This design comes from an exercise in tuning for small area, a short achievable clock period and few clock cycles per item on the open sky130 flow, not from production work. Function was checked by simulation only, so behaviour that the tests miss may differ from the original.

`flow/design.v`:
```
package dsp_pkg;
	localparam int data_width = 16;
	localparam int n_blocks = 16;
	localparam int n_block_regs = 2;
	localparam int n_channels = 16;
	localparam int skid_depth = 2;
	localparam int skid_ptr_width = $clog2(skid_depth);
	typedef logic signed [data_width - 1 : 0] sample_t;
	typedef logic signed [2 * data_width - 1 : 0] product_t;
	typedef logic [$clog2(n_blocks) - 1 : 0] block_addr_t;
	typedef logic [$clog2(n_blocks) : 0] block_count_t;
	typedef logic [$clog2(n_channels) - 1 : 0] channel_addr_t;
	typedef logic [4 : 0] shift_t;
	typedef logic [31 : 0] instr_t;
	localparam channel_addr_t input_channel = 1;
	localparam channel_addr_t output_channel = 0;
	localparam product_t sample_max = 32'sd32767;
	localparam product_t sample_min = -32'sd32768;
	localparam int src_a_lsb = 0;
	localparam int src_b_lsb = 4;
	localparam int src_c_lsb = 8;
	localparam int dest_lsb = 12;
	localparam int shift_lsb = 16;
	localparam int src_b_reg_bit = 21;
	localparam int src_c_reg_bit = 22;
	localparam int saturate_disable_bit = 23;
	typedef struct packed {
		logic instr_write;
		logic reg_write;
		block_addr_t block_target;
		logic reg_target;
		instr_t instr_val;
		sample_t reg_val;
	} command_t;
	typedef struct packed {
		channel_addr_t dest;
		sample_t arg_a;
		sample_t arg_b;
		sample_t arg_c;
		shift_t shift;
		logic saturate_disable;
	} madd_op_t;
	typedef struct packed {
		channel_addr_t dest;
		sample_t value;
	} madd_result_t;
endpackage
`timescale 1ns/10ps
module booth_mul16 (
	input logic [15 : 0] a,
	input logic [15 : 0] b,
	output logic [31 : 0] x,
	output logic [31 : 0] y
);
	logic neg1;
	logic one2;
	logic two3;
	logic pp4;
	logic pp5;
	logic pp6;
	logic pp7;
	logic pp8;
	logic pp9;
	logic pp10;
	logic pp11;
	logic pp12;
	logic pp13;
	logic pp14;
	logic pp15;
	logic pp16;
	logic pp17;
	logic pp18;
	logic pp19;
	logic pp20;
	logic ns21;
	logic neg22;
	logic one23;
	logic two24;
	logic pp25;
	logic pp26;
	logic pp27;
	logic pp28;
	logic pp29;
	logic pp30;
	logic pp31;
	logic pp32;
	logic pp33;
	logic pp34;
	logic pp35;
	logic pp36;
	logic pp37;
	logic pp38;
	logic pp39;
	logic pp40;
	logic pp41;
	logic ns42;
	logic neg43;
	logic one44;
	logic two45;
	logic pp46;
	logic pp47;
	logic pp48;
	logic pp49;
	logic pp50;
	logic pp51;
	logic pp52;
	logic pp53;
	logic pp54;
	logic pp55;
	logic pp56;
	logic pp57;
	logic pp58;
	logic pp59;
	logic pp60;
	logic pp61;
	logic pp62;
	logic ns63;
	logic neg64;
	logic one65;
	logic two66;
	logic pp67;
	logic pp68;
	logic pp69;
	logic pp70;
	logic pp71;
	logic pp72;
	logic pp73;
	logic pp74;
	logic pp75;
	logic pp76;
	logic pp77;
	logic pp78;
	logic pp79;
	logic pp80;
	logic pp81;
	logic pp82;
	logic pp83;
	logic ns84;
	logic neg85;
	logic one86;
	logic two87;
	logic pp88;
	logic pp89;
	logic pp90;
	logic pp91;
	logic pp92;
	logic pp93;
	logic pp94;
	logic pp95;
	logic pp96;
	logic pp97;
	logic pp98;
	logic pp99;
	logic pp100;
	logic pp101;
	logic pp102;
	logic pp103;
	logic pp104;
	logic ns105;
	logic neg106;
	logic one107;
	logic two108;
	logic pp109;
	logic pp110;
	logic pp111;
	logic pp112;
	logic pp113;
	logic pp114;
	logic pp115;
	logic pp116;
	logic pp117;
	logic pp118;
	logic pp119;
	logic pp120;
	logic pp121;
	logic pp122;
	logic pp123;
	logic pp124;
	logic pp125;
	logic ns126;
	logic neg127;
	logic one128;
	logic two129;
	logic pp130;
	logic pp131;
	logic pp132;
	logic pp133;
	logic pp134;
	logic pp135;
	logic pp136;
	logic pp137;
	logic pp138;
	logic pp139;
	logic pp140;
	logic pp141;
	logic pp142;
	logic pp143;
	logic pp144;
	logic pp145;
	logic pp146;
	logic ns147;
	logic neg148;
	logic one149;
	logic two150;
	logic pp151;
	logic pp152;
	logic pp153;
	logic pp154;
	logic pp155;
	logic pp156;
	logic pp157;
	logic pp158;
	logic pp159;
	logic pp160;
	logic pp161;
	logic pp162;
	logic pp163;
	logic pp164;
	logic pp165;
	logic pp166;
	logic pp167;
	logic ns168;
	logic s169;
	logic c170;
	logic s171;
	logic c172;
	logic s173;
	logic c174;
	logic s175;
	logic c176;
	logic s177;
	logic c178;
	logic s179;
	logic c180;
	logic s181;
	logic c182;
	logic s183;
	logic c184;
	logic s185;
	logic c186;
	logic s187;
	logic c188;
	logic s189;
	logic c190;
	logic s191;
	logic c192;
	logic s193;
	logic c194;
	logic s195;
	logic c196;
	logic s197;
	logic c198;
	logic s199;
	logic c200;
	logic s201;
	logic c202;
	logic s203;
	logic c204;
	logic s205;
	logic c206;
	logic s207;
	logic c208;
	logic s209;
	logic c210;
	logic s211;
	logic c212;
	logic s213;
	logic c214;
	logic s215;
	logic c216;
	logic s217;
	logic c218;
	logic s219;
	logic c220;
	logic s221;
	logic c222;
	logic s223;
	logic c224;
	logic s225;
	logic c226;
	logic s227;
	logic c228;
	logic s229;
	logic c230;
	logic s231;
	logic c232;
	logic s233;
	logic c234;
	logic s235;
	logic c236;
	logic s237;
	logic c238;
	logic s239;
	logic c240;
	logic s241;
	logic c242;
	logic s243;
	logic c244;
	logic s245;
	logic c246;
	logic s247;
	logic c248;
	logic s249;
	logic c250;
	logic s251;
	logic c252;
	logic s253;
	logic c254;
	logic s255;
	logic c256;
	logic s257;
	logic c258;
	logic s259;
	logic c260;
	logic s261;
	logic c262;
	logic s263;
	logic c264;
	logic s265;
	logic c266;
	logic s267;
	logic c268;
	logic s269;
	logic c270;
	logic s271;
	logic c272;
	logic s273;
	logic c274;
	logic s275;
	logic c276;
	logic s277;
	logic c278;
	logic s279;
	logic c280;
	logic s281;
	logic c282;
	logic s283;
	logic c284;
	logic s285;
	logic c286;
	logic s287;
	logic c288;
	logic s289;
	logic c290;
	logic s291;
	logic c292;
	logic s293;
	logic c294;
	logic s295;
	logic c296;
	logic s297;
	logic c298;
	logic s299;
	logic c300;
	logic s301;
	logic c302;
	logic s303;
	logic c304;
	logic s305;
	logic c306;
	logic s307;
	logic c308;
	logic s309;
	logic c310;
	logic s311;
	logic c312;
	logic s313;
	logic c314;
	logic s315;
	logic c316;
	logic s317;
	logic c318;
	logic s319;
	logic c320;
	logic s321;
	logic c322;
	logic s323;
	logic c324;
	logic s325;
	logic c326;
	logic s327;
	logic c328;
	logic s329;
	logic c330;
	logic s331;
	logic c332;
	logic s333;
	logic c334;
	logic s335;
	logic c336;
	logic s337;
	logic c338;
	logic s339;
	logic c340;
	logic s341;
	logic c342;
	logic s343;
	logic c344;
	logic s345;
	logic c346;
	logic s347;
	logic c348;
	logic s349;
	logic c350;
	logic s351;
	logic c352;
	logic s353;
	logic c354;
	logic s355;
	logic c356;
	logic s357;
	logic c358;
	logic s359;
	logic c360;
	logic s361;
	logic c362;
	logic s363;
	logic c364;
	logic s365;
	logic c366;
	logic s367;
	logic c368;
	logic s369;
	logic c370;
	logic s371;
	logic c372;
	logic s373;
	logic c374;
	logic s375;
	logic c376;
	logic s377;
	logic c378;
	logic s379;
	logic c380;
	logic s381;
	logic c382;
	logic s383;
	logic c384;
	logic s385;
	logic c386;
	logic s387;
	logic c388;
	logic s389;
	logic c390;
	logic s391;
	logic c392;
	assign neg1 = b[1] & ~(b[0] & 1'b0);
	assign one2 = b[0] ^ 1'b0;
	assign two3 = (b[1] & ~b[0] & ~1'b0) | (~b[1] & b[0] & 1'b0);
	assign pp4 = ((one2 & a[0]) | (two3 & 1'b0)) ^ neg1;
	assign pp5 = ((one2 & a[1]) | (two3 & a[0])) ^ neg1;
	assign pp6 = ((one2 & a[2]) | (two3 & a[1])) ^ neg1;
	assign pp7 = ((one2 & a[3]) | (two3 & a[2])) ^ neg1;
	assign pp8 = ((one2 & a[4]) | (two3 & a[3])) ^ neg1;
	assign pp9 = ((one2 & a[5]) | (two3 & a[4])) ^ neg1;
	assign pp10 = ((one2 & a[6]) | (two3 & a[5])) ^ neg1;
	assign pp11 = ((one2 & a[7]) | (two3 & a[6])) ^ neg1;
	assign pp12 = ((one2 & a[8]) | (two3 & a[7])) ^ neg1;
	assign pp13 = ((one2 & a[9]) | (two3 & a[8])) ^ neg1;
	assign pp14 = ((one2 & a[10]) | (two3 & a[9])) ^ neg1;
	assign pp15 = ((one2 & a[11]) | (two3 & a[10])) ^ neg1;
	assign pp16 = ((one2 & a[12]) | (two3 & a[11])) ^ neg1;
	assign pp17 = ((one2 & a[13]) | (two3 & a[12])) ^ neg1;
	assign pp18 = ((one2 & a[14]) | (two3 & a[13])) ^ neg1;
	assign pp19 = ((one2 & a[15]) | (two3 & a[14])) ^ neg1;
	assign pp20 = ((one2 & a[15]) | (two3 & a[15])) ^ neg1;
	assign ns21 = ~pp20;
	assign neg22 = b[3] & ~(b[2] & b[1]);
	assign one23 = b[2] ^ b[1];
	assign two24 = (b[3] & ~b[2] & ~b[1]) | (~b[3] & b[2] & b[1]);
	assign pp25 = ((one23 & a[0]) | (two24 & 1'b0)) ^ neg22;
	assign pp26 = ((one23 & a[1]) | (two24 & a[0])) ^ neg22;
	assign pp27 = ((one23 & a[2]) | (two24 & a[1])) ^ neg22;
	assign pp28 = ((one23 & a[3]) | (two24 & a[2])) ^ neg22;
	assign pp29 = ((one23 & a[4]) | (two24 & a[3])) ^ neg22;
	assign pp30 = ((one23 & a[5]) | (two24 & a[4])) ^ neg22;
	assign pp31 = ((one23 & a[6]) | (two24 & a[5])) ^ neg22;
	assign pp32 = ((one23 & a[7]) | (two24 & a[6])) ^ neg22;
	assign pp33 = ((one23 & a[8]) | (two24 & a[7])) ^ neg22;
	assign pp34 = ((one23 & a[9]) | (two24 & a[8])) ^ neg22;
	assign pp35 = ((one23 & a[10]) | (two24 & a[9])) ^ neg22;
	assign pp36 = ((one23 & a[11]) | (two24 & a[10])) ^ neg22;
	assign pp37 = ((one23 & a[12]) | (two24 & a[11])) ^ neg22;
	assign pp38 = ((one23 & a[13]) | (two24 & a[12])) ^ neg22;
	assign pp39 = ((one23 & a[14]) | (two24 & a[13])) ^ neg22;
	assign pp40 = ((one23 & a[15]) | (two24 & a[14])) ^ neg22;
	assign pp41 = ((one23 & a[15]) | (two24 & a[15])) ^ neg22;
	assign ns42 = ~pp41;
	assign neg43 = b[5] & ~(b[4] & b[3]);
	assign one44 = b[4] ^ b[3];
	assign two45 = (b[5] & ~b[4] & ~b[3]) | (~b[5] & b[4] & b[3]);
	assign pp46 = ((one44 & a[0]) | (two45 & 1'b0)) ^ neg43;
	assign pp47 = ((one44 & a[1]) | (two45 & a[0])) ^ neg43;
	assign pp48 = ((one44 & a[2]) | (two45 & a[1])) ^ neg43;
	assign pp49 = ((one44 & a[3]) | (two45 & a[2])) ^ neg43;
	assign pp50 = ((one44 & a[4]) | (two45 & a[3])) ^ neg43;
	assign pp51 = ((one44 & a[5]) | (two45 & a[4])) ^ neg43;
	assign pp52 = ((one44 & a[6]) | (two45 & a[5])) ^ neg43;
	assign pp53 = ((one44 & a[7]) | (two45 & a[6])) ^ neg43;
	assign pp54 = ((one44 & a[8]) | (two45 & a[7])) ^ neg43;
	assign pp55 = ((one44 & a[9]) | (two45 & a[8])) ^ neg43;
	assign pp56 = ((one44 & a[10]) | (two45 & a[9])) ^ neg43;
	assign pp57 = ((one44 & a[11]) | (two45 & a[10])) ^ neg43;
	assign pp58 = ((one44 & a[12]) | (two45 & a[11])) ^ neg43;
	assign pp59 = ((one44 & a[13]) | (two45 & a[12])) ^ neg43;
	assign pp60 = ((one44 & a[14]) | (two45 & a[13])) ^ neg43;
	assign pp61 = ((one44 & a[15]) | (two45 & a[14])) ^ neg43;
	assign pp62 = ((one44 & a[15]) | (two45 & a[15])) ^ neg43;
	assign ns63 = ~pp62;
	assign neg64 = b[7] & ~(b[6] & b[5]);
	assign one65 = b[6] ^ b[5];
	assign two66 = (b[7] & ~b[6] & ~b[5]) | (~b[7] & b[6] & b[5]);
	assign pp67 = ((one65 & a[0]) | (two66 & 1'b0)) ^ neg64;
	assign pp68 = ((one65 & a[1]) | (two66 & a[0])) ^ neg64;
	assign pp69 = ((one65 & a[2]) | (two66 & a[1])) ^ neg64;
	assign pp70 = ((one65 & a[3]) | (two66 & a[2])) ^ neg64;
	assign pp71 = ((one65 & a[4]) | (two66 & a[3])) ^ neg64;
	assign pp72 = ((one65 & a[5]) | (two66 & a[4])) ^ neg64;
	assign pp73 = ((one65 & a[6]) | (two66 & a[5])) ^ neg64;
	assign pp74 = ((one65 & a[7]) | (two66 & a[6])) ^ neg64;
	assign pp75 = ((one65 & a[8]) | (two66 & a[7])) ^ neg64;
	assign pp76 = ((one65 & a[9]) | (two66 & a[8])) ^ neg64;
	assign pp77 = ((one65 & a[10]) | (two66 & a[9])) ^ neg64;
	assign pp78 = ((one65 & a[11]) | (two66 & a[10])) ^ neg64;
	assign pp79 = ((one65 & a[12]) | (two66 & a[11])) ^ neg64;
	assign pp80 = ((one65 & a[13]) | (two66 & a[12])) ^ neg64;
	assign pp81 = ((one65 & a[14]) | (two66 & a[13])) ^ neg64;
	assign pp82 = ((one65 & a[15]) | (two66 & a[14])) ^ neg64;
	assign pp83 = ((one65 & a[15]) | (two66 & a[15])) ^ neg64;
	assign ns84 = ~pp83;
	assign neg85 = b[9] & ~(b[8] & b[7]);
	assign one86 = b[8] ^ b[7];
	assign two87 = (b[9] & ~b[8] & ~b[7]) | (~b[9] & b[8] & b[7]);
	assign pp88 = ((one86 & a[0]) | (two87 & 1'b0)) ^ neg85;
	assign pp89 = ((one86 & a[1]) | (two87 & a[0])) ^ neg85;
	assign pp90 = ((one86 & a[2]) | (two87 & a[1])) ^ neg85;
	assign pp91 = ((one86 & a[3]) | (two87 & a[2])) ^ neg85;
	assign pp92 = ((one86 & a[4]) | (two87 & a[3])) ^ neg85;
	assign pp93 = ((one86 & a[5]) | (two87 & a[4])) ^ neg85;
	assign pp94 = ((one86 & a[6]) | (two87 & a[5])) ^ neg85;
	assign pp95 = ((one86 & a[7]) | (two87 & a[6])) ^ neg85;
	assign pp96 = ((one86 & a[8]) | (two87 & a[7])) ^ neg85;
	assign pp97 = ((one86 & a[9]) | (two87 & a[8])) ^ neg85;
	assign pp98 = ((one86 & a[10]) | (two87 & a[9])) ^ neg85;
	assign pp99 = ((one86 & a[11]) | (two87 & a[10])) ^ neg85;
	assign pp100 = ((one86 & a[12]) | (two87 & a[11])) ^ neg85;
	assign pp101 = ((one86 & a[13]) | (two87 & a[12])) ^ neg85;
	assign pp102 = ((one86 & a[14]) | (two87 & a[13])) ^ neg85;
	assign pp103 = ((one86 & a[15]) | (two87 & a[14])) ^ neg85;
	assign pp104 = ((one86 & a[15]) | (two87 & a[15])) ^ neg85;
	assign ns105 = ~pp104;
	assign neg106 = b[11] & ~(b[10] & b[9]);
	assign one107 = b[10] ^ b[9];
	assign two108 = (b[11] & ~b[10] & ~b[9]) | (~b[11] & b[10] & b[9]);
	assign pp109 = ((one107 & a[0]) | (two108 & 1'b0)) ^ neg106;
	assign pp110 = ((one107 & a[1]) | (two108 & a[0])) ^ neg106;
	assign pp111 = ((one107 & a[2]) | (two108 & a[1])) ^ neg106;
	assign pp112 = ((one107 & a[3]) | (two108 & a[2])) ^ neg106;
	assign pp113 = ((one107 & a[4]) | (two108 & a[3])) ^ neg106;
	assign pp114 = ((one107 & a[5]) | (two108 & a[4])) ^ neg106;
	assign pp115 = ((one107 & a[6]) | (two108 & a[5])) ^ neg106;
	assign pp116 = ((one107 & a[7]) | (two108 & a[6])) ^ neg106;
	assign pp117 = ((one107 & a[8]) | (two108 & a[7])) ^ neg106;
	assign pp118 = ((one107 & a[9]) | (two108 & a[8])) ^ neg106;
	assign pp119 = ((one107 & a[10]) | (two108 & a[9])) ^ neg106;
	assign pp120 = ((one107 & a[11]) | (two108 & a[10])) ^ neg106;
	assign pp121 = ((one107 & a[12]) | (two108 & a[11])) ^ neg106;
	assign pp122 = ((one107 & a[13]) | (two108 & a[12])) ^ neg106;
	assign pp123 = ((one107 & a[14]) | (two108 & a[13])) ^ neg106;
	assign pp124 = ((one107 & a[15]) | (two108 & a[14])) ^ neg106;
	assign pp125 = ((one107 & a[15]) | (two108 & a[15])) ^ neg106;
	assign ns126 = ~pp125;
	assign neg127 = b[13] & ~(b[12] & b[11]);
	assign one128 = b[12] ^ b[11];
	assign two129 = (b[13] & ~b[12] & ~b[11]) | (~b[13] & b[12] & b[11]);
	assign pp130 = ((one128 & a[0]) | (two129 & 1'b0)) ^ neg127;
	assign pp131 = ((one128 & a[1]) | (two129 & a[0])) ^ neg127;
	assign pp132 = ((one128 & a[2]) | (two129 & a[1])) ^ neg127;
	assign pp133 = ((one128 & a[3]) | (two129 & a[2])) ^ neg127;
	assign pp134 = ((one128 & a[4]) | (two129 & a[3])) ^ neg127;
	assign pp135 = ((one128 & a[5]) | (two129 & a[4])) ^ neg127;
	assign pp136 = ((one128 & a[6]) | (two129 & a[5])) ^ neg127;
	assign pp137 = ((one128 & a[7]) | (two129 & a[6])) ^ neg127;
	assign pp138 = ((one128 & a[8]) | (two129 & a[7])) ^ neg127;
	assign pp139 = ((one128 & a[9]) | (two129 & a[8])) ^ neg127;
	assign pp140 = ((one128 & a[10]) | (two129 & a[9])) ^ neg127;
	assign pp141 = ((one128 & a[11]) | (two129 & a[10])) ^ neg127;
	assign pp142 = ((one128 & a[12]) | (two129 & a[11])) ^ neg127;
	assign pp143 = ((one128 & a[13]) | (two129 & a[12])) ^ neg127;
	assign pp144 = ((one128 & a[14]) | (two129 & a[13])) ^ neg127;
	assign pp145 = ((one128 & a[15]) | (two129 & a[14])) ^ neg127;
	assign pp146 = ((one128 & a[15]) | (two129 & a[15])) ^ neg127;
	assign ns147 = ~pp146;
	assign neg148 = b[15] & ~(b[14] & b[13]);
	assign one149 = b[14] ^ b[13];
	assign two150 = (b[15] & ~b[14] & ~b[13]) | (~b[15] & b[14] & b[13]);
	assign pp151 = ((one149 & a[0]) | (two150 & 1'b0)) ^ neg148;
	assign pp152 = ((one149 & a[1]) | (two150 & a[0])) ^ neg148;
	assign pp153 = ((one149 & a[2]) | (two150 & a[1])) ^ neg148;
	assign pp154 = ((one149 & a[3]) | (two150 & a[2])) ^ neg148;
	assign pp155 = ((one149 & a[4]) | (two150 & a[3])) ^ neg148;
	assign pp156 = ((one149 & a[5]) | (two150 & a[4])) ^ neg148;
	assign pp157 = ((one149 & a[6]) | (two150 & a[5])) ^ neg148;
	assign pp158 = ((one149 & a[7]) | (two150 & a[6])) ^ neg148;
	assign pp159 = ((one149 & a[8]) | (two150 & a[7])) ^ neg148;
	assign pp160 = ((one149 & a[9]) | (two150 & a[8])) ^ neg148;
	assign pp161 = ((one149 & a[10]) | (two150 & a[9])) ^ neg148;
	assign pp162 = ((one149 & a[11]) | (two150 & a[10])) ^ neg148;
	assign pp163 = ((one149 & a[12]) | (two150 & a[11])) ^ neg148;
	assign pp164 = ((one149 & a[13]) | (two150 & a[12])) ^ neg148;
	assign pp165 = ((one149 & a[14]) | (two150 & a[13])) ^ neg148;
	assign pp166 = ((one149 & a[15]) | (two150 & a[14])) ^ neg148;
	assign pp167 = ((one149 & a[15]) | (two150 & a[15])) ^ neg148;
	assign ns168 = ~pp167;
	assign s169 = pp14 ^ pp33;
	assign c170 = pp14 & pp33;
	assign s171 = pp15 ^ pp34;
	assign c172 = pp15 & pp34;
	assign s173 = pp16 ^ pp35 ^ pp54;
	assign c174 = (pp16 & pp35) | (pp16 & pp54) | (pp35 & pp54);
	assign s175 = pp73 ^ pp92;
	assign c176 = pp73 & pp92;
	assign s177 = pp17 ^ pp36 ^ pp55;
	assign c178 = (pp17 & pp36) | (pp17 & pp55) | (pp36 & pp55);
	assign s179 = pp74 ^ pp93;
	assign c180 = pp74 & pp93;
	assign s181 = pp18 ^ pp37 ^ pp56;
	assign c182 = (pp18 & pp37) | (pp18 & pp56) | (pp37 & pp56);
	assign s183 = pp75 ^ pp94 ^ pp113;
	assign c184 = (pp75 & pp94) | (pp75 & pp113) | (pp94 & pp113);
	assign s185 = pp132 ^ pp151;
	assign c186 = pp132 & pp151;
	assign s187 = pp19 ^ pp38 ^ pp57;
	assign c188 = (pp19 & pp38) | (pp19 & pp57) | (pp38 & pp57);
	assign s189 = pp76 ^ pp95 ^ pp114;
	assign c190 = (pp76 & pp95) | (pp76 & pp114) | (pp95 & pp114);
	assign s191 = pp133 ^ pp152;
	assign c192 = pp133 & pp152;
	assign s193 = ns21 ^ pp39 ^ pp58;
	assign c194 = (ns21 & pp39) | (ns21 & pp58) | (pp39 & pp58);
	assign s195 = pp77 ^ pp96 ^ pp115;
	assign c196 = (pp77 & pp96) | (pp77 & pp115) | (pp96 & pp115);
	assign s197 = pp134 ^ pp153 ^ 1'b1;
	assign c198 = (pp134 & pp153) | (pp134 & 1'b1) | (pp153 & 1'b1);
	assign s199 = pp40 ^ pp59 ^ pp78;
	assign c200 = (pp40 & pp59) | (pp40 & pp78) | (pp59 & pp78);
	assign s201 = pp97 ^ pp116 ^ pp135;
	assign c202 = (pp97 & pp116) | (pp97 & pp135) | (pp116 & pp135);
	assign s203 = pp154 ^ 1'b1;
	assign c204 = pp154 & 1'b1;
	assign s205 = ns42 ^ pp60 ^ pp79;
	assign c206 = (ns42 & pp60) | (ns42 & pp79) | (pp60 & pp79);
	assign s207 = pp98 ^ pp117 ^ pp136;
	assign c208 = (pp98 & pp117) | (pp98 & pp136) | (pp117 & pp136);
	assign s209 = pp61 ^ pp80 ^ pp99;
	assign c210 = (pp61 & pp80) | (pp61 & pp99) | (pp80 & pp99);
	assign s211 = pp118 ^ pp137;
	assign c212 = pp118 & pp137;
	assign s213 = ns63 ^ pp81 ^ pp100;
	assign c214 = (ns63 & pp81) | (ns63 & pp100) | (pp81 & pp100);
	assign s215 = pp82 ^ pp101;
	assign c216 = pp82 & pp101;
	assign s217 = pp10 ^ pp29;
	assign c218 = pp10 & pp29;
	assign s219 = pp11 ^ pp30;
	assign c220 = pp11 & pp30;
	assign s221 = pp12 ^ pp31 ^ pp50;
	assign c222 = (pp12 & pp31) | (pp12 & pp50) | (pp31 & pp50);
	assign s223 = pp69 ^ pp88;
	assign c224 = pp69 & pp88;
	assign s225 = pp13 ^ pp32 ^ pp51;
	assign c226 = (pp13 & pp32) | (pp13 & pp51) | (pp32 & pp51);
	assign s227 = pp70 ^ pp89;
	assign c228 = pp70 & pp89;
	assign s229 = s169 ^ pp52 ^ pp71;
	assign c230 = (s169 & pp52) | (s169 & pp71) | (pp52 & pp71);
	assign s231 = pp90 ^ pp109 ^ neg106;
	assign c232 = (pp90 & pp109) | (pp90 & neg106) | (pp109 & neg106);
	assign s233 = c170 ^ s171 ^ pp53;
	assign c234 = (c170 & s171) | (c170 & pp53) | (s171 & pp53);
	assign s235 = pp72 ^ pp91 ^ pp110;
	assign c236 = (pp72 & pp91) | (pp72 & pp110) | (pp91 & pp110);
	assign s237 = c172 ^ s173 ^ s175;
	assign c238 = (c172 & s173) | (c172 & s175) | (s173 & s175);
	assign s239 = pp111 ^ pp130 ^ neg127;
	assign c240 = (pp111 & pp130) | (pp111 & neg127) | (pp130 & neg127);
	assign s241 = c174 ^ c176 ^ s177;
	assign c242 = (c174 & c176) | (c174 & s177) | (c176 & s177);
	assign s243 = s179 ^ pp112 ^ pp131;
	assign c244 = (s179 & pp112) | (s179 & pp131) | (pp112 & pp131);
	assign s245 = c178 ^ c180 ^ s181;
	assign c246 = (c178 & c180) | (c178 & s181) | (c180 & s181);
	assign s247 = s183 ^ s185 ^ neg148;
	assign c248 = (s183 & s185) | (s183 & neg148) | (s185 & neg148);
	assign s249 = c182 ^ c184 ^ c186;
	assign c250 = (c182 & c184) | (c182 & c186) | (c184 & c186);
	assign s251 = s187 ^ s189 ^ s191;
	assign c252 = (s187 & s189) | (s187 & s191) | (s189 & s191);
	assign s253 = c188 ^ c190 ^ c192;
	assign c254 = (c188 & c190) | (c188 & c192) | (c190 & c192);
	assign s255 = s193 ^ s195 ^ s197;
	assign c256 = (s193 & s195) | (s193 & s197) | (s195 & s197);
	assign s257 = c194 ^ c196 ^ c198;
	assign c258 = (c194 & c196) | (c194 & c198) | (c196 & c198);
	assign s259 = s199 ^ s201 ^ s203;
	assign c260 = (s199 & s201) | (s199 & s203) | (s201 & s203);
	assign s261 = c200 ^ c202 ^ c204;
	assign c262 = (c200 & c202) | (c200 & c204) | (c202 & c204);
	assign s263 = s205 ^ s207 ^ pp155;
	assign c264 = (s205 & s207) | (s205 & pp155) | (s207 & pp155);
	assign s265 = c206 ^ c208 ^ s209;
	assign c266 = (c206 & c208) | (c206 & s209) | (c208 & s209);
	assign s267 = s211 ^ pp156 ^ 1'b1;
	assign c268 = (s211 & pp156) | (s211 & 1'b1) | (pp156 & 1'b1);
	assign s269 = c210 ^ c212 ^ s213;
	assign c270 = (c210 & c212) | (c210 & s213) | (c212 & s213);
	assign s271 = pp119 ^ pp138 ^ pp157;
	assign c272 = (pp119 & pp138) | (pp119 & pp157) | (pp138 & pp157);
	assign s273 = c214 ^ s215 ^ pp120;
	assign c274 = (c214 & s215) | (c214 & pp120) | (s215 & pp120);
	assign s275 = pp139 ^ pp158 ^ 1'b1;
	assign c276 = (pp139 & pp158) | (pp139 & 1'b1) | (pp158 & 1'b1);
	assign s277 = c216 ^ ns84 ^ pp102;
	assign c278 = (c216 & ns84) | (c216 & pp102) | (ns84 & pp102);
	assign s279 = pp121 ^ pp140 ^ pp159;
	assign c280 = (pp121 & pp140) | (pp121 & pp159) | (pp140 & pp159);
	assign s281 = pp103 ^ pp122 ^ pp141;
	assign c282 = (pp103 & pp122) | (pp103 & pp141) | (pp122 & pp141);
	assign s283 = pp160 ^ 1'b1;
	assign c284 = pp160 & 1'b1;
	assign s285 = ns105 ^ pp123 ^ pp142;
	assign c286 = (ns105 & pp123) | (ns105 & pp142) | (pp123 & pp142);
	assign s287 = pp124 ^ pp143;
	assign c288 = pp124 & pp143;
	assign s289 = pp8 ^ pp27;
	assign c290 = pp8 & pp27;
	assign s291 = pp9 ^ pp28;
	assign c292 = pp9 & pp28;
	assign s293 = s217 ^ pp48 ^ pp67;
	assign c294 = (s217 & pp48) | (s217 & pp67) | (pp48 & pp67);
	assign s295 = c218 ^ s219 ^ pp49;
	assign c296 = (c218 & s219) | (c218 & pp49) | (s219 & pp49);
	assign s297 = c220 ^ s221 ^ s223;
	assign c298 = (c220 & s221) | (c220 & s223) | (s221 & s223);
	assign s299 = c222 ^ c224 ^ s225;
	assign c300 = (c222 & c224) | (c222 & s225) | (c224 & s225);
	assign s301 = c226 ^ c228 ^ s229;
	assign c302 = (c226 & c228) | (c226 & s229) | (c228 & s229);
	assign s303 = c230 ^ c232 ^ s233;
	assign c304 = (c230 & c232) | (c230 & s233) | (c232 & s233);
	assign s305 = c234 ^ c236 ^ s237;
	assign c306 = (c234 & c236) | (c234 & s237) | (c236 & s237);
	assign s307 = c238 ^ c240 ^ s241;
	assign c308 = (c238 & c240) | (c238 & s241) | (c240 & s241);
	assign s309 = c242 ^ c244 ^ s245;
	assign c310 = (c242 & c244) | (c242 & s245) | (c244 & s245);
	assign s311 = c246 ^ c248 ^ s249;
	assign c312 = (c246 & c248) | (c246 & s249) | (c248 & s249);
	assign s313 = c250 ^ c252 ^ s253;
	assign c314 = (c250 & c252) | (c250 & s253) | (c252 & s253);
	assign s315 = c254 ^ c256 ^ s257;
	assign c316 = (c254 & c256) | (c254 & s257) | (c256 & s257);
	assign s317 = c258 ^ c260 ^ s261;
	assign c318 = (c258 & c260) | (c258 & s261) | (c260 & s261);
	assign s319 = c262 ^ c264 ^ s265;
	assign c320 = (c262 & c264) | (c262 & s265) | (c264 & s265);
	assign s321 = c266 ^ c268 ^ s269;
	assign c322 = (c266 & c268) | (c266 & s269) | (c268 & s269);
	assign s323 = c270 ^ c272 ^ s273;
	assign c324 = (c270 & c272) | (c270 & s273) | (c272 & s273);
	assign s325 = c274 ^ c276 ^ s277;
	assign c326 = (c274 & c276) | (c274 & s277) | (c276 & s277);
	assign s327 = c278 ^ c280 ^ s281;
	assign c328 = (c278 & c280) | (c278 & s281) | (c280 & s281);
	assign s329 = c282 ^ c284 ^ s285;
	assign c330 = (c282 & c284) | (c282 & s285) | (c284 & s285);
	assign s331 = c286 ^ s287 ^ pp162;
	assign c332 = (c286 & s287) | (c286 & pp162) | (s287 & pp162);
	assign s333 = c288 ^ ns126 ^ pp144;
	assign c334 = (c288 & ns126) | (c288 & pp144) | (ns126 & pp144);
	assign s335 = pp145 ^ pp164;
	assign c336 = pp145 & pp164;
	assign s337 = pp6 ^ pp25;
	assign c338 = pp6 & pp25;
	assign s339 = pp7 ^ pp26;
	assign c340 = pp7 & pp26;
	assign s341 = s289 ^ pp46 ^ neg43;
	assign c342 = (s289 & pp46) | (s289 & neg43) | (pp46 & neg43);
	assign s343 = c290 ^ s291 ^ pp47;
	assign c344 = (c290 & s291) | (c290 & pp47) | (s291 & pp47);
	assign s345 = c292 ^ s293 ^ neg64;
	assign c346 = (c292 & s293) | (c292 & neg64) | (s293 & neg64);
	assign s347 = c294 ^ s295 ^ pp68;
	assign c348 = (c294 & s295) | (c294 & pp68) | (s295 & pp68);
	assign s349 = c296 ^ s297 ^ neg85;
	assign c350 = (c296 & s297) | (c296 & neg85) | (s297 & neg85);
	assign s351 = c298 ^ s299 ^ s227;
	assign c352 = (c298 & s299) | (c298 & s227) | (s299 & s227);
	assign s353 = c300 ^ s301 ^ s231;
	assign c354 = (c300 & s301) | (c300 & s231) | (s301 & s231);
	assign s355 = c302 ^ s303 ^ s235;
	assign c356 = (c302 & s303) | (c302 & s235) | (s303 & s235);
	assign s357 = c304 ^ s305 ^ s239;
	assign c358 = (c304 & s305) | (c304 & s239) | (s305 & s239);
	assign s359 = c306 ^ s307 ^ s243;
	assign c360 = (c306 & s307) | (c306 & s243) | (s307 & s243);
	assign s361 = c308 ^ s309 ^ s247;
	assign c362 = (c308 & s309) | (c308 & s247) | (s309 & s247);
	assign s363 = c310 ^ s311 ^ s251;
	assign c364 = (c310 & s311) | (c310 & s251) | (s311 & s251);
	assign s365 = c312 ^ s313 ^ s255;
	assign c366 = (c312 & s313) | (c312 & s255) | (s313 & s255);
	assign s367 = c314 ^ s315 ^ s259;
	assign c368 = (c314 & s315) | (c314 & s259) | (s315 & s259);
	assign s369 = c316 ^ s317 ^ s263;
	assign c370 = (c316 & s317) | (c316 & s263) | (s317 & s263);
	assign s371 = c318 ^ s319 ^ s267;
	assign c372 = (c318 & s319) | (c318 & s267) | (s319 & s267);
	assign s373 = c320 ^ s321 ^ s271;
	assign c374 = (c320 & s321) | (c320 & s271) | (s321 & s271);
	assign s375 = c322 ^ s323 ^ s275;
	assign c376 = (c322 & s323) | (c322 & s275) | (s323 & s275);
	assign s377 = c324 ^ s325 ^ s279;
	assign c378 = (c324 & s325) | (c324 & s279) | (s325 & s279);
	assign s379 = c326 ^ s327 ^ s283;
	assign c380 = (c326 & s327) | (c326 & s283) | (s327 & s283);
	assign s381 = c328 ^ s329 ^ pp161;
	assign c382 = (c328 & s329) | (c328 & pp161) | (s329 & pp161);
	assign s383 = c330 ^ s331 ^ 1'b1;
	assign c384 = (c330 & s331) | (c330 & 1'b1) | (s331 & 1'b1);
	assign s385 = c332 ^ s333 ^ pp163;
	assign c386 = (c332 & s333) | (c332 & pp163) | (s333 & pp163);
	assign s387 = c334 ^ s335 ^ 1'b1;
	assign c388 = (c334 & s335) | (c334 & 1'b1) | (s335 & 1'b1);
	assign s389 = c336 ^ ns147 ^ pp165;
	assign c390 = (c336 & ns147) | (c336 & pp165) | (ns147 & pp165);
	assign s391 = pp166 ^ 1'b1;
	assign c392 = pp166 & 1'b1;
	assign x[0] = pp4;
	assign y[0] = neg1;
	assign x[1] = pp5;
	assign y[1] = 1'b0;
	assign x[2] = s337;
	assign y[2] = neg22;
	assign x[3] = c338;
	assign y[3] = s339;
	assign x[4] = c340;
	assign y[4] = s341;
	assign x[5] = c342;
	assign y[5] = s343;
	assign x[6] = c344;
	assign y[6] = s345;
	assign x[7] = c346;
	assign y[7] = s347;
	assign x[8] = c348;
	assign y[8] = s349;
	assign x[9] = c350;
	assign y[9] = s351;
	assign x[10] = c352;
	assign y[10] = s353;
	assign x[11] = c354;
	assign y[11] = s355;
	assign x[12] = c356;
	assign y[12] = s357;
	assign x[13] = c358;
	assign y[13] = s359;
	assign x[14] = c360;
	assign y[14] = s361;
	assign x[15] = c362;
	assign y[15] = s363;
	assign x[16] = c364;
	assign y[16] = s365;
	assign x[17] = c366;
	assign y[17] = s367;
	assign x[18] = c368;
	assign y[18] = s369;
	assign x[19] = c370;
	assign y[19] = s371;
	assign x[20] = c372;
	assign y[20] = s373;
	assign x[21] = c374;
	assign y[21] = s375;
	assign x[22] = c376;
	assign y[22] = s377;
	assign x[23] = c378;
	assign y[23] = s379;
	assign x[24] = c380;
	assign y[24] = s381;
	assign x[25] = c382;
	assign y[25] = s383;
	assign x[26] = c384;
	assign y[26] = s385;
	assign x[27] = c386;
	assign y[27] = s387;
	assign x[28] = c388;
	assign y[28] = s389;
	assign x[29] = c390;
	assign y[29] = s391;
	assign x[30] = c392;
	assign y[30] = ns168;
	assign x[31] = 1'b1;
	assign y[31] = 1'b0;
endmodule
`timescale 1ns/10ps
module dsp_core (
	input logic clk,
	input logic reset,
	input logic tick,
	input dsp_pkg::sample_t sample_in,
	input dsp_pkg::command_t command,
	output dsp_pkg::sample_t sample_out,
	output logic ready,
	output dsp_pkg::block_count_t n_blocks_running,
	output logic [31 : 0] commits_accepted
);
	logic [23 : 0] instrs [16];
	logic signed [15 : 0] coef0 [16];
	logic signed [15 : 0] coef1 [16];
	logic signed [15 : 0] ch [16];
	logic busy;
	logic tick_q;
	logic [3 : 0] cur;
	logic [4 : 0] nxt;
	logic [23 : 0] ins_q;
	logic s2_v;
	logic signed [31 : 0] s2_prod;
	logic [3 : 0] s2_dest;
	logic [4 : 0] s2_sh;
	logic s2_satd;
	logic s2_creg;
	logic [3 : 0] s2_caddr;
	logic signed [15 : 0] s2_cconst;
	logic [3 : 0] a_addr, b_addr, c_addr, dest;
	logic breg;
	logic s1_valid, stall, adv, last, go_idle;
	logic signed [15 : 0] a_val, b_val;
	logic [31 : 0] px, py;
	logic [23 : 0] instr0;
	assign a_addr = ins_q[3 : 0];
	assign b_addr = ins_q[7 : 4];
	assign c_addr = ins_q[11 : 8];
	assign dest = ins_q[15 : 12];
	assign breg = ins_q[21];
	assign s1_valid = busy || (tick && n_blocks_running != '0);
	assign stall = (s2_v && (a_addr == s2_dest || (!breg && b_addr == s2_dest)))
		|| (tick && (a_addr == 4'd1 || (!breg && b_addr == 4'd1)));
	assign adv = s1_valid && !stall;
	assign last = nxt == n_blocks_running;
	assign go_idle = reset || (adv && last) || !s1_valid;
	assign a_val = ch[a_addr];
	assign b_val = breg ? coef0[cur] : ch[b_addr];
	assign instr0 = (command.instr_write && command.block_target == 4'd0)
		? command.instr_val[23 : 0] : instrs[0];
	always_ff @(posedge clk) begin
		if (go_idle) begin
			ins_q <= instr0;
			cur <= 4'd0;
			nxt <= 5'd1;
		end else if (adv) begin
			ins_q <= instrs[nxt[3 : 0]];
			cur <= nxt[3 : 0];
			nxt <= nxt + 5'd1;
		end
	end
	always_ff @(posedge clk) begin
		if (reset) begin
			busy <= 1'b0;
			tick_q <= 1'b0;
			s2_v <= 1'b0;
		end else begin
			tick_q <= tick;
			s2_v <= adv;
			busy <= s1_valid && !(adv && last);
		end
	end
	booth_mul16 mul (
		.a(a_val),
		.b(b_val),
		.x(px),
		.y(py)
	);
	always_ff @(posedge clk) begin
		s2_prod <= px + py;
		s2_dest <= dest;
		s2_sh <= ins_q[20 : 16];
		s2_satd <= ins_q[23];
		s2_creg <= ins_q[22];
		s2_caddr <= c_addr;
		s2_cconst <= coef1[cur];
	end
	logic signed [15 : 0] c_val;
	logic signed [31 : 0] shifted;
	logic signed [31 : 0] sum;
	logic signed [15 : 0] res;
	assign c_val = s2_creg ? s2_cconst : ch[s2_caddr];
	assign shifted = s2_prod >>> s2_sh;
	assign sum = shifted + 32'(c_val);
	always_comb begin
		if (s2_satd)
			res = sum[15 : 0];
		else if (!sum[31] && sum[30 : 15] != '0)
			res = 16'sh7fff;
		else if (sum[31] && sum[30 : 15] != '1)
			res = 16'sh8000;
		else
			res = sum[15 : 0];
	end
	logic [3 : 0] tgt;
	logic [15 : 0] reg_wdata;
	logic [15 : 0] res_wdata;
	logic [15 : 0] ch1_wdata;
	assign tgt = command.block_target;
	assign reg_wdata = reset ? 16'd0 : command.reg_val;
	assign res_wdata = reset ? 16'd0 : res;
	assign ch1_wdata = reset ? 16'd0 : tick ? sample_in : res;
	always_ff @(posedge clk) begin
		if (command.instr_write)
			instrs[tgt] <= command.instr_val[23 : 0];
	end
	always_ff @(posedge clk) begin
		for (int k = 0; k < 16; k++) begin
			if (reset || (command.reg_write && !command.reg_target && tgt == 4'(k)))
				coef0[k] <= reg_wdata;
			if (reset || (command.reg_write && command.reg_target && tgt == 4'(k)))
				coef1[k] <= reg_wdata;
		end
	end
	always_ff @(posedge clk) begin
		for (int k = 0; k < 16; k++) begin
			if (k == 1) begin
				if (reset || tick || (s2_v && s2_dest == 4'(k)))
					ch[k] <= ch1_wdata;
			end else begin
				if (reset || (s2_v && s2_dest == 4'(k)))
					ch[k] <= res_wdata;
			end
		end
	end
	always_ff @(posedge clk) begin
		if (reset) begin
			sample_out <= '0;
			commits_accepted <= '0;
			n_blocks_running <= '0;
		end else begin
			if (tick) begin
				sample_out <= (s2_v && s2_dest == 4'd0) ? res : ch[0];
				commits_accepted <= commits_accepted + 32'(n_blocks_running);
			end
			if (command.instr_write && {1'b0, tgt} >= n_blocks_running)
				n_blocks_running <= {1'b0, tgt} + 5'd1;
		end
	end
	assign ready = !busy && !tick_q;
endmodule
```
`flow/run.sh`:
```
#!/bin/bash
# synth_recipe.tcl (not shown) runs the flow's synth.tcl, then flattens the netlist and writes it again
# the make line also repeats each setting of config.mk as NAME=value (left out here)
make -C /OpenROAD-flow-scripts/flow DESIGN_CONFIG=/design/flow/config.mk WORK_HOME=/design/flow/orfs CLKGATE_MAP_FILE= SYNTH_SCRIPT=/design/flow/synth_recipe.tcl finish
```
`flow/config.mk`:
```
export PLATFORM = sky130hd
export DESIGN_NAME = dsp_core
export DESIGN_NICKNAME = dsp_core
export VERILOG_FILES = /design/flow/design.v
export SDC_FILE = /design/flow/constraint.sdc
export NUM_CORES = 4
export LEC_CHECK = 0
export CAP_MARGIN = 20
export CORE_MARGIN = 2
export CORE_UTILIZATION = 40
export SETUP_SLACK_MARGIN = 4
export SLEW_MARGIN = 20
```
`flow/constraint.sdc`:
```
create_clock -name core_clock -period 10.0 [get_ports {clk}]
set_input_delay 2.0000 -clock core_clock [delete_from_list [all_inputs] [get_ports {clk}]]
set_output_delay 2.0000 -clock core_clock [all_outputs]
set_load 0.01 [all_outputs]
```
==> key figures, run 1 <==
Floorplan
  • Initial Utilization: 0.4026
  • Rows: 145
  • Die ar.: 160400 sq um
  • Chip width: 400.5 um
  • I/O Pins: 128
  • Die Y: 400.5 um
  • Core region area: 156200 sq um

Global route
  • Initial antenna violation count: 18
  • Vias in the first global route: 44045
  • GR Overflow Total: 0
  • Gr busiest metal: met2
  • Aggregate global-route resource usage: 0.2709
  • Largest net degree at the start of global routing: 69
  • Routing usage on met3: 0.08582
  • First-pass GRT wire length: 316000 um
  • Met1 Track Usage GR: 0.3576
  • Met2 Resource Use GR: 0.4098

Setup path
  • Most frequent CP cell: fa_1
  • CP Capture Point: s2_prod[24]
  • Reg2reg path depth: 31
  • Crit path max-delay cell type: fa_1
  • RR Startpoint: ins_q[7]
  • Max incr delay on CP: 0.51 ns
  • Critical Path Start Type: flip-flop
  • FF-to-FF End: s2_prod[24]
  • Critical Path End Type: flip-flop
  • Worst path required time: 10.71 ns
  • Critical Path Start: ins_q[7]
  • R2R setup slack: 2.75 ns
  • Worst-path maximum fanout: 9
  • Kind of critical path: reg -> reg
  • Worst EP arrival: 7.97 ns

Timing
  • Unrepaired setup endpoints after global routing: yes
  • Final min period: 7.254 ns
  • Final worst setup slack: 2.746 ns
  • Final Max Tran Viols: 0
  • Maximum clock frequency: 137.9 MHz
  • Slew headroom: 0.1566
  • Final setup viols: 0
  • Final Hold Violating Endpoints: 0
  • Period utilization: 0.7254
  • Clock skew: 0.04672 ns
  • Setup TNS: 0 ns
  • Worst Max-Slew Pin Slew: 1.260 ns

Synth
  • FF+latch count, synth: 1308
  • Top cells by area, synth: edfxtp_1 56%, a22oi_1 5.7%, mux4_2 4.8%, dfxtp_1 4.2%, fa_1 2.7%
  • Most frequent cell after synthesis: edfxtp_1
  • Synth cell count leaders: 1176 x edfxtp_1, 479 x a22oi_1, 219 x nor2_1, 195 x a21oi_1, 195 x clkbuf_1
  • Ys flop type: edfxtp_1
  • Synth unique cells: 108
  • Synthesized area per cell: 13.56 sq um
  • Yosys top cell area share: 0.5616
  • Cell Area, Synth: 62880 sq um
  • Mapped Cells: 4638
  • Post-synth EDFFs: 1176
  • Synth warn: 4
  • Post-Syn Nets: 4903
  • Post-synth ARST share: 0
  • Area leader, netlist: edfxtp_1
  • Post-synthesis sequential area ratio: 0.6036

Detailed routing
  • Detail Route Antenna Nets: 0
  • Drt drc: 0
  • WL final: 222200 um
  • 1st-iter DRT viols: 5979
  • Pre-antenna DRT Iters: 14
  • Routed length per placed instance: 30.75 um
  • DR vias: 45319
  • Via/cell ratio: 6.272

Job
  • MaxCap Viol Count: 0

CTS
  • Clock latency (worst-skew pair): 0.81 ns
  • Clock sink total: 1308
  • H-tree level count: 4
  • CTS clk-pin slew, worst paths: 0.06 ns
  • TritonCTS Buffers: 140
  • Clock Tree Buf Depth: 3
  • Cts-stage hold buffer count: 0
  • CTS tree: yes
  • CTS root buf: clkbuf_16

Final layout
  • Final instance area: 76520 sq um
  • Area Overhead vs Synth: 21.69%
  • Share of layout cells above drive strength 1: 0.2442
  • Fin nets: 5308
  • Util after Layout: 0.4899

Place
  • Area post-placement: 67680 sq um
  • Worst slack, placed: 1.311 ns
  • Post-DP HPWL: 133100 um
  • Port-buffer cells: 119
  • Global placement routability congestion: 0.9729

Hold path
  • Worst min-delay path class: reg -> reg

Run status
  • Status: no timing/DRC/antenna violations
cell families (layout without fill, tap and decap cells):
logic type,count (synthesis),in the layout,synth area share
XOR/XNOR,217,217,0.03022
other,0,16,0
multiplexers,244,244,0.06608
AND/OR/NAND/NOR,859,863,0.06982
AO/OA/AOI/OAI,1309,1310,0.1490
buffers and inverters,510,1019,0.03311
flip-flops,1308,1308,0.6036
adder cells (fa/ha/maj),191,191,0.04815
timing repair:
item / in CTS / in global routing
gates cloned: 8 / 1
setup endpoints to repair: 299 / 291
pin swaps: 115 / 67
buffers inserted: 247 / 25
resized for setup: 339 / 71
metal layers:
metal	vias to the layer above	wire (um)	share of wire
li1	19113	-	-
met1	22820	87710	0.39
met2	2756	97980	0.44
met3	620	25570	0.12
met4	10	10890	0.049
met5	-	65	0.00029
flip-flops by register name (all words and copies together) (netlist names), named ones only:
name,flops
busy,1
ch,256
coef0,256
coef1,256
commits_accepted,32
cur,4
ins_q,24
instrs,384
n_blocks_running,5
nxt,5
s2_caddr,4
s2_cconst,16
s2_creg,1
s2_dest,4
s2_prod,32
s2_satd,1
s2_sh,5
s2_v,1
sample_out,16
tick_q,1
placed cells by master (no fill, tap or decap), types with 120 or more instances in the layout:
cell type and instances:
mux4_2 134, a22oi_1 464, edfxtp_1 1176, nand2_1 180
a21oi_1 174, inv_1 165, clkbuf_16 143, buf_4 360
nor2_1 169, nand3_1 120
worst max-delay path: cells and delay by family (launching register included):
family	cells	cell delay, ns
adder cells (fa/ha/maj)	6	2.36
XOR/XNOR	2	0.29
AO/OA/AOI/OAI	9	1.79
flip-flops	1	0.49
AND/OR/NAND/NOR	5	1.17
buffers and inverters	9	1.03
cell type report:
cell class,instances,area [sq um]
clock buffers,190,3774
flip-flops and latches,1308,38000
repair buffers,574,5364
fillers,13333,79680
well taps,2058,2575
inverters,194,762.0
clock inverters,61,696.9
diodes,16,40.04
multi-input cells,2825,25310
per-stage QoR:
step / hold WS (ns) / std cells
global route: 0.3478 / 7219
finish: 0.3409 / 7226
CTS: 0.3429 / 7182
floorplan: 0.3233 / 4638
global placement: 0.3242 / 6676
detailed placement: 0.3302 / 6676
how the worst min path moves through the flow:
stage,start,end,slack (ns),depth (start not counted)
after floorplan,ins_q[8],s2_caddr[0],0.32,0
after global placement,ins_q[19],s2_sh[3],0.32,0
after detailed placement,ins_q[8],s2_caddr[0],0.33,0
after CTS,ins_q[8],s2_caddr[0],0.34,0
after global routing,ins_q[8],s2_caddr[0],0.35,0
final,ins_q[8],s2_caddr[0],0.34,0
Testbench counts, summed over its fixed seeds: cycles 26,197, samples 2,048.
==> run 2, diff against run 1 <==
--- a/flow/design.v
+++ b/flow/design.v
@@ -922,27 +922,35 @@
 	logic [3 : 0] cur;
 	logic [4 : 0] nxt;
 	logic [23 : 0] ins_q;
+	logic [3 : 0] a_addr, b_addr, dest;
+	logic breg;
+	logic s1_valid, stall, adv, last, go_idle;
+	logic signed [15 : 0] a_val, b_val;
+	logic [31 : 0] px, py;
+	logic [23 : 0] instr0;
 	logic s2_v;
-	logic signed [31 : 0] s2_prod;
+	logic [31 : 0] s2_px, s2_py;
 	logic [3 : 0] s2_dest;
 	logic [4 : 0] s2_sh;
 	logic s2_satd;
 	logic s2_creg;
 	logic [3 : 0] s2_caddr;
-	logic signed [15 : 0] s2_cconst;
-	logic [3 : 0] a_addr, b_addr, c_addr, dest;
-	logic breg;
-	logic s1_valid, stall, adv, last, go_idle;
-	logic signed [15 : 0] a_val, b_val;
-	logic [31 : 0] px, py;
-	logic [23 : 0] instr0;
+	logic [3 : 0] s2_blk;
+	logic s3_v;
+	logic [15 : 0] s3_qlo;
+	logic s3_hi_zero, s3_hi_m1, s3_hi_p1, s3_hi_m2, s3_neg;
+	logic [3 : 0] s3_dest;
+	logic s3_satd;
+	logic s3_creg;
+	logic [3 : 0] s3_caddr;
+	logic [3 : 0] s3_blk;
 	assign a_addr = ins_q[3 : 0];
 	assign b_addr = ins_q[7 : 4];
-	assign c_addr = ins_q[11 : 8];
 	assign dest = ins_q[15 : 12];
 	assign breg = ins_q[21];
 	assign s1_valid = busy || (tick && n_blocks_running != '0);
 	assign stall = (s2_v && (a_addr == s2_dest || (!breg && b_addr == s2_dest)))
+		|| (s3_v && (a_addr == s3_dest || (!breg && b_addr == s3_dest)))
 		|| (tick && (a_addr == 4'd1 || (!breg && b_addr == 4'd1)));
 	assign adv = s1_valid && !stall;
 	assign last = nxt == n_blocks_running;
@@ -967,9 +975,11 @@
 			busy <= 1'b0;
 			tick_q <= 1'b0;
 			s2_v <= 1'b0;
+			s3_v <= 1'b0;
 		end else begin
 			tick_q <= tick;
 			s2_v <= adv;
+			s3_v <= s2_v;
 			busy <= s1_valid && !(adv && last);
 		end
 	end
@@ -980,30 +990,62 @@
 		.y(py)
 	);
 	always_ff @(posedge clk) begin
-		s2_prod <= px + py;
+		s2_px <= px;
+		s2_py <= py;
 		s2_dest <= dest;
 		s2_sh <= ins_q[20 : 16];
 		s2_satd <= ins_q[23];
 		s2_creg <= ins_q[22];
-		s2_caddr <= c_addr;
-		s2_cconst <= coef1[cur];
+		s2_caddr <= ins_q[11 : 8];
+		s2_blk <= cur;
+	end
+	logic signed [31 : 0] prod;
+	logic [15 : 0] p_hi;
+	logic [15 : 0] m_hi;
+	logic [15 : 0] m_bit;
+	logic [15 : 0] m_above;
+	assign prod = s2_px + s2_py;
+	assign p_hi = prod[31 : 16];
+	always_comb begin
+		for (int k = 0; k < 16; k++) begin
+			m_hi[k] = k >= 32'(s2_sh) || k == 15;
+			m_bit[k] = k == 32'(s2_sh) && k != 15;
+		end
+	end
+	assign m_above = m_hi & ~m_bit;
+	always_ff @(posedge clk) begin
+		s3_qlo <= 16'(prod >>> s2_sh);
+		s3_hi_zero <= (p_hi & m_hi) == '0;
+		s3_hi_m1 <= (p_hi | ~m_hi) == '1;
+		s3_hi_p1 <= (p_hi & m_bit) != '0 && (p_hi & m_above) == '0;
+		s3_hi_m2 <= m_bit != '0 && (p_hi & m_bit) == '0 && (p_hi | ~m_above) == '1;
+		s3_neg <= prod[31];
+		s3_dest <= s2_dest;
+		s3_satd <= s2_satd;
+		s3_creg <= s2_creg;
+		s3_caddr <= s2_caddr;
+		s3_blk <= s2_blk;
 	end
 	logic signed [15 : 0] c_val;
-	logic signed [31 : 0] shifted;
-	logic signed [31 : 0] sum;
+	logic [16 : 0] s_lo;
+	logic d_up, d_down;
+	logic h_zero, h_m1, in_range, neg;
 	logic signed [15 : 0] res;
-	assign c_val = s2_creg ? s2_cconst : ch[s2_caddr];
-	assign shifted = s2_prod >>> s2_sh;
-	assign sum = shifted + 32'(c_val);
+	assign c_val = s3_creg ? coef1[s3_blk] : ch[s3_caddr];
+	assign s_lo = {1'b0, s3_qlo} + {1'b0, c_val};
+	assign d_up = s_lo[16] && !c_val[15];
+	assign d_down = !s_lo[16] && c_val[15];
+	assign h_zero = d_up ? s3_hi_m1 : d_down ? s3_hi_p1 : s3_hi_zero;
+	assign h_m1 = d_up ? s3_hi_m2 : d_down ? s3_hi_zero : s3_hi_m1;
+	assign in_range = s_lo[15] ? h_m1 : h_zero;
+	assign neg = s3_neg ? !(s3_hi_m1 && d_up) : (s3_hi_zero && d_down);
 	always_comb begin
-		if (s2_satd)
-			res = sum[15 : 0];
-		else if (!sum[31] && sum[30 : 15] != '0)
-			res = 16'sh7fff;
-		else if (sum[31] && sum[30 : 15] != '1)
+		if (s3_satd || in_range)
+			res = s_lo[15 : 0];
+		else if (neg)
 			res = 16'sh8000;
 		else
-			res = sum[15 : 0];
+			res = 16'sh7fff;
 	end
 	logic [3 : 0] tgt;
 	logic [15 : 0] reg_wdata;
@@ -1028,10 +1070,10 @@
 	always_ff @(posedge clk) begin
 		for (int k = 0; k < 16; k++) begin
 			if (k == 1) begin
-				if (reset || tick || (s2_v && s2_dest == 4'(k)))
+				if (reset || tick || (s3_v && s3_dest == 4'(k)))
 					ch[k] <= ch1_wdata;
 			end else begin
-				if (reset || (s2_v && s2_dest == 4'(k)))
+				if (reset || (s3_v && s3_dest == 4'(k)))
 					ch[k] <= res_wdata;
 			end
 		end
@@ -1043,12 +1085,12 @@
 			n_blocks_running <= '0;
 		end else begin
 			if (tick) begin
-				sample_out <= (s2_v && s2_dest == 4'd0) ? res : ch[0];
+				sample_out <= (s3_v && s3_dest == 4'd0) ? res : ch[0];
 				commits_accepted <= commits_accepted + 32'(n_blocks_running);
 			end
 			if (command.instr_write && {1'b0, tgt} >= n_blocks_running)
 				n_blocks_running <= {1'b0, tgt} + 5'd1;
 		end
 	end
-	assign ready = !busy && !tick_q;
+	assign ready = !busy && !s2_v && !tick_q;
 endmodule
--- a/flow/config.mk
+++ b/flow/config.mk
@@ -8,5 +8,5 @@
 export CAP_MARGIN = 20
 export CORE_MARGIN = 2
 export CORE_UTILIZATION = 40
-export SETUP_SLACK_MARGIN = 4
+export SETUP_SLACK_MARGIN = 5
 export SLEW_MARGIN = 20
==> key figures, run 2 <==
Final layout
  • Fin nets: 5326 (+0.34%)
  • Share of layout cells above drive strength 1: 0.2486 (+0.004429)
  • Most frequent cells in the layout: 1176 x edfxtp_1, 465 x a22oi_1, 298 x buf_4
  • Max reg flops: 384 (unchanged)
  • Commonest non-fill, non-tap cell in the layout: edfxtp_1
  • Area Overhead vs Synth: 23.41%
  • Top reg by flops: instrs
  • Fill cells: 13330 (-0.023%)

CTS
  • CTS root buf: clkbuf_16
  • Clock sink total: 1361 (+4.1%)
  • Clock latency (worst-skew pair): 0.83 ns (+0.02 ns)
  • TritonCTS Buffers: 146 (+4.3%)
  • CTS clk-pin slew, worst paths: 0.06 ns (about the same)
  • CTS tree: yes
  • H-tree level count: 4 (unchanged)
  • Clock Tree Buf Depth: 3 (unchanged)

Detailed routing
  • 1st-iter DRT viols: 6702 (+12%)
  • Via/cell ratio: 6.315 (+0.68%)
  • Pre-antenna DRT Iters: 11 (-3)
  • DR vias: 45938 (+1.4%)
  • Routed length per placed instance: 30.45 um (-0.98%)
  • WL final: 221500 um (-0.31%)
  • Detail Route Antenna Nets: 0 (unchanged)
  • Drt drc: 0 (unchanged)

Synth
  • Top cells by area, synth: edfxtp_1 56%, a22oi_1 6.0%, dfxtp_1 5.8%, mux4_2 4.4%, fa_1 2.7%
  • Synthesized area per cell: 13.55 sq um (about the same)
  • Post-synth EDFFs: 1176 (unchanged)
  • Post-Syn Nets: 4925 (+0.45%)
  • Mapped Cells: 4675 (+0.80%)
  • Area leader, netlist: edfxtp_1
  • Post-synth ARST share: 0 (unchanged)
  • Most frequent cell after synthesis: edfxtp_1
  • Post-synthesis sequential area ratio: 0.6160 (+0.01242)
  • FF+latch count, synth: 1361 (+4.1%)
  • Cell Area, Synth: 63340 sq um (+0.72%)
  • Synth unique cells: 99 (-8.3%)
  • Ys flop type: edfxtp_1
  • Yosys top cell area share: 0.5575 (-0.004027)
  • Synth warn: 4 (unchanged)
  • Synth cell count leaders: 1176 x edfxtp_1, 507 x a22oi_1, 241 x clkbuf_1, 232 x nor2_1, 229 x nand2_1

Global route
  • GR Overflow Total: 0 (unchanged)
  • First-pass GRT wire length: 313600 um (-0.75%)
  • Largest net degree at the start of global routing: 63 (-8.7%)
  • Vias in the first global route: 43979 (-0.15%)
  • Initial antenna violation count: 9 (-9)
  • Aggregate global-route resource usage: 0.2665 (-0.004385)

Timing
  • Final worst setup slack: 4.591 ns (+1.845 ns)
  • Period utilization: 0.5409 (-0.1845)
  • Maximum clock frequency: 184.9 MHz (+34%)
  • Final Hold Violating Endpoints: 0 (unchanged)
  • Final min period: 5.409 ns (-1.845 ns)
  • Final Max Tran Viols: 0 (unchanged)
  • Clock skew: 0.09004 ns (+0.04332 ns)
  • Worst Max-Slew Pin Slew: 1.171 ns (-0.08960 ns)
  • Hold WS: 0.3255 ns (-0.01540 ns)
  • Slew headroom: 0.2166 (+0.05996)
  • Unrepaired setup endpoints after global routing: yes
  • Setup TNS: 0 ns (unchanged)
  • Final setup viols: 0 (unchanged)

Setup path
  • Worst path required time: 10.71 ns (about the same)
  • Worst-path maximum fanout: 6 (-3)
  • Kind of critical path: reg -> reg
  • Critical Path Start Type: flip-flop
  • Worst EP arrival: 6.11 ns (-1.86 ns)
  • Critical Path End Type: flip-flop

Floorplan
  • Initial Utilization: 0.4013 (-0.001268)
  • Rows: 146 (+0.69%)
  • I/O Pins: 128 (unchanged)
  • Core region area: 157800 sq um (+1.0%)
  • Die Y: 401.9 um (+0.36%)
  • Chip width: 401.9 um (+0.36%)
  • Die ar.: 161500 sq um (+0.72%)

Hold path
  • Worst min-delay path class: reg -> reg

Place
  • Global placement routability congestion: 0.9719 (-0.10%)
  • Post-DP HPWL: 128900 um (-3.1%)
  • Worst slack, placed: 2.399 ns (+1.088 ns)
  • Port-buffer cells: 119 (unchanged)

Job
  • MaxCap Viol Count: 0 (unchanged)

Run status
  • Status: no timing/DRC/antenna violations
## run 2: cell types whose count changed after synthesis, moves of 15 or more
cell / previous run / this run
nor3_1: 35 / 52
nand3_1: 120 / 105
buf_1: 35 / 20
clkbuf_1: 195 / 241
nand2_1: 188 / 229
mux2i_1: 90 / 69
buf_2: 67 / 50
o22a_1: 34 / 17
dfxtp_1: 132 / 185
ha_1: 106 / 91
inv_1: 185 / 160
a22oi_1: 479 / 507
## run 2: routing by layer
layer  vias up  share of wire  global-route usage
met1     22950           0.39              0.3551
met5         -         0.0015                   0
li1      19299              -                   -
met4        20          0.046              0.1082
met3       715           0.12             0.08775
met2      2954           0.44              0.4009
## run 2: final timing paths
check | start | to | slack (ns) | cells after the start
max reg2reg | ins_q[4] | s2_py[14] | 4.59 | 22
max | ins_q[4] | s2_py[14] | 4.59 | 22
min reg2reg | s2_caddr[0] | s3_caddr[0] | 0.33 | 0
min | s2_caddr[0] | s3_caddr[0] | 0.33 | 0
## run 2: kinds of logic (layout without fill, tap and decap cells)
logic type	Yosys count	count (layout)	synth area share
mux	213	213	0.05932
simple gates	921	922	0.07384
compound gates	1310	1311	0.1464
buf+inv	481	1005	0.02987
flops	1361	1361	0.6160
xor+xnor	213	213	0.02969
fa+ha+maj	176	176	0.04484
other cells	0	2	0
## run 2: repair_timing
| item | CTS | global route |
|---|---|---|
| hold buffers | 0 | 0 |
| pin swaps | 134 | 123 |
| gates cloned | 7 | 3 |
| setup buffers | 226 | 59 |
| setup endpoints to repair | 325 | 309 |
| gates resized for setup | 419 | 181 |
## run 2: worst max-delay path, cell delays in order, from the launching register on
cell	delay [ns]
edfxtp_1	0.38
buf_6	0.16
buf_12	0.13
buf_16	0.14
and4bb_4	0.23
buf_8	0.14
buf_12	0.13
a22oi_2	0.11
nand3_1	0.10
or3_4	0.40
o21ai_4	0.15
o21ai_4	0.14
buf_6	0.17
nor3_4	0.25
a31o_4	0.20
a22oi_2	0.09
xnor2_2	0.19
fa_1	0.46
fa_1	0.55
inv_1	0.05
fa_2	0.55
inv_2	0.05
fa_2	0.50
## run 2: cell type report
class	count	area, sq um	share of cell area
Clock inverter	94	1161	0.01485
Sequential cell	1361	39070	0.4998
Inverter	164	646.9	0.008275
Timing Repair inverter	1	11.26	0.0001441
Tap cell	2072	2592	0.03317
Antenna cell	2	5.005	0.00006403
Timing Repair Buffer	567	5808	0.07430
Clock buffer	179	3860	0.04938
Multi-Input combinational cell	2835	25010	0.3200
## run 2: metrics by stage
stage          utilization  area [sq um]  cells
5_1_grt             0.4952         78160   7273
2_1_floorplan            -         63700   4675
6_report            0.4953         78170   7275
3_3_place_gp        0.4295         67790   6701
3_5_place_dp        0.4298         67830   6702
4_1_cts             0.4863         76750   7208
Testbench counts of run 2, summed over its fixed seeds: cycles 32,277, samples 2,048.

## what the ideal ports hide
The results above use ideal ports. As a check the final layouts listed here were re-extracted and re-timed, cells and wires unchanged. Step 1 sets driving cells, clkbuf_16 on the clock port and buf_2 on the other inputs (assumed; they add their load-dependent delay and slew). Step 2 moves the port delays by t, midway between the first and last clock arrival at a register: inputs arrive t later, outputs are due t later. That takes back most of the time a late clock gives input paths. Three values: no drivers, after step 1, after step 2; two values: the first two.
run | t (ns) | slack for setup (ns) | worst setup path after step 2 | latest minus earliest clock arrival (ns)
run 1 | 0.873 | 2.746 / 2.746 / 2.746 | register to register | 0.047 / 0.047
run 2 | 0.865 | 4.591 / 4.591 / 4.304 | input to register | 0.095 / 0.095
After both steps every run listed still meets setup and hold. For run 2, which loses most, drivers alone change the setup slack by 0.000 ns; drivers and shift together by -0.287 ns.
